This design comes from an exercise in tuning for small area and a short achievable clock period on the open sky130 flow, not from production work. Only simulation tests tie the RTL to the original design; equivalence was not proved. Power and IR drop assume default switching activity.

==> flow/design.v (outline; a module is shown in full before it is edited, if it fits) <==
// module mul_fa: 10 lines
// module mul_ha: 9 lines
// module mul_bx: 7 lines
// module mul_bs: 9 lines
// module mul_bsn: 9 lines
// module mul_bxn: 7 lines
// module mul_bs4: 13 lines
// module mul_bs4n: 13 lines
// module mul_xor: 7 lines
// module mul_nand: 7 lines
// module mul_nor: 7 lines
// module mul_gpn: 8 lines
// module mul_gpi: 8 lines
// module mul_tpn: 7 lines
// module mul_tpi: 7 lines
// module mul32: 5455 lines
module mul32 (
   input  logic        clk,
   input  logic        rst,
   input  logic        is_signed,
   input  logic [31:0] src,
   input  logic [31:0] sink,
   output logic [63:0] dest
);
  // ...
==> flow/run.sh <==
#!/bin/bash
# synth_recipe.tcl (not shown) runs the flow's synth.tcl, then flattens the netlist and writes it again
# the make line also repeats each setting of config.mk as NAME=value (left out here)
make -C /OpenROAD-flow-scripts/flow DESIGN_CONFIG=/design/flow/config.mk WORK_HOME=/design/flow/orfs CLKGATE_MAP_FILE= SYNTH_SCRIPT=/design/flow/synth_recipe.tcl finish
==> flow/config.mk <==
export PLATFORM = sky130hd
export DESIGN_NAME = mul32
export DESIGN_NICKNAME = mul32
export VERILOG_FILES = /design/flow/design.v
export SDC_FILE = /design/flow/constraint.sdc
export NUM_CORES = 4
export LEC_CHECK = 0
export CAP_MARGIN = 20
export CORE_MARGIN = 2
export CORE_UTILIZATION = 40
export CTS_BUF_LIST = sky130_fd_sc_hd__clkbuf_8
export CTS_CLUSTER_SIZE = 20
export SETUP_SLACK_MARGIN = 3.6
export SLEW_MARGIN = 20
export SYNTH_HIERARCHICAL = 1
export SYNTH_MINIMUM_KEEP_SIZE = 0
==> flow/constraint.sdc <==
create_clock -name core_clock -period 6.5 [get_ports {clk}]
set_input_delay 1.3000 -clock core_clock [delete_from_list [all_inputs] [get_ports {clk}]]
set_output_delay 1.3000 -clock core_clock [all_outputs]
set_load 0.01 [all_outputs]
==> out/metrics.cfg, run 1 <==
[synth]
synth_top_area_share_pct = 29.9
async_flop_share_pct = 0
synth_top_area_cell = dfxtp_1
syn-instance-count = 2959
ys_seq_area_share_pct = 29.9
synth_compound_gate_area_share_pct = 17.7

[placement]
portBuffers = 130
dpl_cell_area_sq_mm = 0.0377
place_ws_ns = 3.16

[timing]
fin_skew_ns = 0.0295
period_share_pct = 44.3
setup_violations = 0
maxSlewHeadroom_pct = 43.3
final_max_slew_viol_count = 0

[clock_network]
ctsResizeCount = 94
cts.sinks = 515

[floorplan]
die_y_um = 298

[global_routing]
grtUsageMet1_pct = 32.3
busiest_layer = met2
antenna_found_initial = 4
grtUsageMet2_pct = 34.5

[setup_path]
ff2ff_setup_slack_ns = 3.62
cp_cell_sequence = buf_4 > xnor2_1 > a22o_1 > fa_1 > fa_1 > fa_1
worst_r2r_startpoint = r_a[24]$_DFF_P_
worstSetupPathType = reg -> reg
critPathLaunchType = flop
cp.buffers_inverters = 1
crit_top_cell = fa_1
cp_num_cells = 6

[route]
dr_wl_met2_um = 43900
top_layer = met5
avgRoutedWirePerCell_um = 23.3
dr.pass1.iters = 7

[cells_and_area]
seq_share_pct = 26.1
reg_top3 = r2_cs x226, r3_cs x124, r_dest x64
inv_count = 96
non_clock_buffer_count = 194
fin_area_sq_mm = 0.0399
fillers = 7879

[pwr]
p_clk_share_pct = 18.2
p_sw_share_pct = 42.7
ir_drop_mv = 0.190
finalPower_mw = 18.8
power_density_mw_per_mm2 = 472

[run_status]
status = timing/DRC/antenna clean

==> run 2: changes to the inputs <==
--- a/flow/config.mk
+++ b/flow/config.mk
@@ -8,8 +8,6 @@
 export CAP_MARGIN = 20
 export CORE_MARGIN = 2
 export CORE_UTILIZATION = 40
-export CTS_BUF_LIST = sky130_fd_sc_hd__clkbuf_8
-export CTS_CLUSTER_SIZE = 20
 export SETUP_SLACK_MARGIN = 3.6
 export SLEW_MARGIN = 20
 export SYNTH_HIERARCHICAL = 1
==> out/metrics.cfg, run 2 <==
[clock_network]
path_clk_slew_ns = 0.06
numCtsBuffers = 57
htreeDepth = 2
cts_tree = yes
cts_setup_buffers = 0
clk_latency_ns = 0.64
cts-root-buf = clkbuf_16
clk_path_buf_depth = 3
cts.sinks = 515  ; unchanged

[route]
vias_per_cell = 5.54
vias = 24400
wl_um = 103000
drtIter0Drc = 2221
dr.pass1.iters = 8  ; +1
postRouteAntennaNets = 0
avgRoutedWirePerCell_um = 23.5  ; +0.97%
drc = 0

[setup_path]
rr_worst_depth = 6
worst_r2r_startpoint = r_neg[7]$_DFF_P_
crit_end = r2_cs[62]$_DFF_P_
worst_setup_path_end_kind = flop
cp.arrival_ns = 3.37
worstSetupPathType = reg -> reg
cp.required_ns = 6.99
crit_fanout = 19
timing.rr.end = r2_cs[62]$_DFF_P_
critPathLaunchType = flop
critical_path.startpoint = r_neg[7]$_DFF_P_
ff2ff_setup_slack_ns = 3.62  ; about the same

[global_routing]
grt_first_pass_wirelength_um = 156000
grt_pass1_vias = 25400
overflow = 0
groute.usage.overall_pct = 23.0
antenna_found_initial = 2  ; -2
grt_max_degree = 49

[timing]
period_needed_ns = 2.88
tns_ns = 0
final_max_slew_viol_count = 0  ; unchanged
maxSlewHeadroom_pct = 43.0  ; -0.26 points
fmax_mhz = 348
worst_pin_slew_ns = 0.855
setup_violations = 0  ; unchanged
rsz0062_at_grt = false
hold_violations = 0
fin_skew_ns = 0.0297  ; +0.000203 ns
period_share_pct = 44.3  ; -0.075 points
hold_ws_ns = 0.326

[placement]
finalWeightedCongestion = 0.915
portBuffers = 130  ; unchanged
place_hpwl_um = 81000
dpl_cell_area_sq_mm = 0.0377  ; unchanged

[floorplan]
die_area_sq_mm = 0.0886
start_util_pct = 40.5
ios = 131
die_y_um = 298  ; unchanged
core_area_sq_mm = 0.0853
die_width_um = 298
rows = 107

[hold_path]
min_path_type = reg -> reg
hold_path.startpoint = r2_cs[8]$_DFF_P_

[cells_and_area]
nets = 3821
final_common_cell = a22o_1
regMostFlops = r2_cs
largest_register_ffs = 226
diodes = 0
area_growth_pct = 15.5
drive_gt1_share_pct = 9.05
fin_area_sq_mm = 0.0399  ; about the same
reg_top3 = r2_cs x226, r3_cs x124, r_dest x64
final_cell_mix = a22o_1, dfxtp_1, fa_1

[pwr]
p_clk_share_pct = 17.9  ; -0.3 points
ir_drop_mv = 0.266  ; +40%
p_leak_nw = 16.3
pwr-share-seq_pct = 28.4
internal_power_mw = 10.8
p_sw_share_pct = 42.6  ; about the same
pwr-share-comb_pct = 53.7
power_density_mw_per_mm2 = 473  ; +0.13%
switchingPower_mw = 8.04

[synth]
ys_top_cells_by_count = a22o_1, dfxtp_1, fa_1
netlist_area_sq_mm = 0.0345
yosysMostFrequentCell = a22o_1
synth_top_area_cell = dfxtp_1
synth_top_area_share_pct = 29.9  ; unchanged
ys_seq_area_share_pct = 29.9  ; unchanged
synth_enable_flop_cells = 0
ys_top_cells_by_area = dfxtp_1, fa_1, a22o_1
synth_cell_type_count = 23
ys_ff_latch = 515
ys_dominant_reg_cell = dfxtp_1
async_flop_share_pct = 0  ; unchanged
syn-instance-count = 2959  ; unchanged
syn_area_per_cell_sq_um = 11.7
yosys_warnings = 7

[job]
cap_viol_max_count = 0

[run_status]
status = timing/DRC/antenna clean

run 2: changes by cell type in the layout (fill, tap and decap cells not counted), moves of 6 or more:
cell             previous run  this run
clkinvlp_4                  3         9
clkdlybuf4s50_1            68       130
clkinv_2                   17         7
clkbuf_16                   0        58
inv_1                     110        96
bufinv_16                  12         5
clkbuf_8                  108        11
dlygate4sd2_1              61         0
run 2: per-stage QoR:
step | util [%] | total power, mW | cells | setup slack [ns]
after floorplan | - | 11.9 | 2970 | 3.64
after global placement | 44.2 | 15.3 | 4298 | 3.16
after detailed placement | 44.2 | 15.5 | 4298 | 3.16
after CTS | 46.6 | 18.9 | 4404 | 3.61
after global routing | 46.7 | 20.4 | 4404 | 3.60
final | 46.7 | 18.9 | 4404 | 3.62
run 2: cells by family after synthesis:
kind of cell	share of synthesized area (%)
AO/OA/AOI/OAI	17.7
XOR/XNOR	16.6
adder cells (fa/ha/maj)	29.8
flip-flops	29.9
AND/OR/NAND/NOR	4.72
buffers and inverters	1.31
other	0.0109
run 2: power groups by stage:
stage / Combinational [mW] / Sequential, mW / Clock (mW)
after floorplan: 6.54 / 5.35 / 0
after global placement: 9.89 / 5.39 / 0
after detailed placement: 10.1 / 5.42 / 0
after CTS: 10.1 / 5.35 / 3.46
after global routing: 11.3 / 5.48 / 3.57
final: 10.1 / 5.35 / 3.37
run 2: worst min path at each step:
stage                     cells past startpoint                 end  slack, ns
final                                         0    r3_cs[6]$_DFF_P_       0.33
after global routing                          0    r3_cs[3]$_DFF_P_       0.33
after CTS                                     0  r3_cs[120]$_DFF_P_       0.33
after detailed placement                      0  r3_cs[120]$_DFF_P_       0.31
after global placement                        0  r3_cs[120]$_DFF_P_       0.31
after floorplan                               0    r3_cs[0]$_DFF_P_       0.31
run 2: layout make-up:
| class | count | area, sq um |
|---|---|---|
| inverters | 96 | 360 |
| repair buffers | 194 | 1850 |
| flip-flops and latches | 515 | 10400 |
| clock inverters | 33 | 368 |
| clock buffers | 73 | 1620 |
| fillers | 7826 | 45400 |
| well taps | 1144 | 1430 |
| multi-input cells | 2349 | 23800 |
run 2: layer usage:
| layer | routed length (um) | vias up | track usage (%) | share of wire [%] |
|---|---|---|---|---|
| li1 | - | 10800 | - | - |
| met1 | 46300 | 12200 | 32.7 | 45 |
| met2 | 44000 | 1165 | 34.5 | 43 |
| met3 | 10200 | 181 | 5.94 | 9.8 |
| met4 | 2840 | 0 | 6.99 | 2.8 |
| met5 | 0 | - | 0 | 0 |
run 2: critical path, stage by stage (launching register included):
cell and delay [ns]:
dfxtp_1 0.30, buf_4 0.35, xor2_1 0.36, a22o_1 0.23
fa_1 0.47, fa_1 0.52, fa_1 0.49
run 2: what timing repair did:
action | CTS | global route
endpoints found under the hold margin | 0 | 0
setup endpoints to repair | 154 | 52
resized for setup | 34 | 36
hold buffers | 0 | 0
run 2: per-module statistics from Yosys (local to each module, per instance), excerpt:
module    times used  cell area, sq um  cells inside
mul32              1             12500           878
mul_fa           467              20.0             1
mul_gpi          119              5.00             1
mul_gpn           67              8.76             1
mul_xor           64              8.76             1
mul_tpn           52              3.75             1
mul_bs           528              8.76             1
mul_nand          63              3.75             1

==> separate check: timing with driven ports <==
No port has a modelled driver above. Below, the same layouts with a new extraction and two added sets of constraints. Step 1 (the two cells are an assumption about what drives the block):
set clk [get_ports {clk}]
set_driving_cell -lib_cell sky130_fd_sc_hd__clkbuf_16 $clk
set_driving_cell -lib_cell sky130_fd_sc_hd__buf_2 [delete_from_list [all_inputs] $clk]
Step 2 times the ports against the registers' clock, not the clock port: input delays grow and output delays shrink by t, the midpoint of the rising clock arrivals with the driver on. Slacks: ideal ports / drivers / drivers and shift; pairs: ideal ports / drivers.
| run | t, ns | setup slack, ns | hold slack, ns | worst setup path after step 2 | worst data-port slew with drivers (ns) |
|---|---|---|---|---|---|
| run 1 | 0.762 | 3.618 / 3.618 / 3.391 | 0.321 / 0.321 / 0.321 | input to register | 0.06 |
| run 2 | 0.686 | 3.623 / 3.613 / 3.386 | 0.326 / 0.326 / 0.326 | input to register | 0.06 |
After both steps every run listed still meets setup and hold. The setup slack of run 2, which loses most, moves by -0.010 ns with the drivers and by -0.237 ns with both steps.
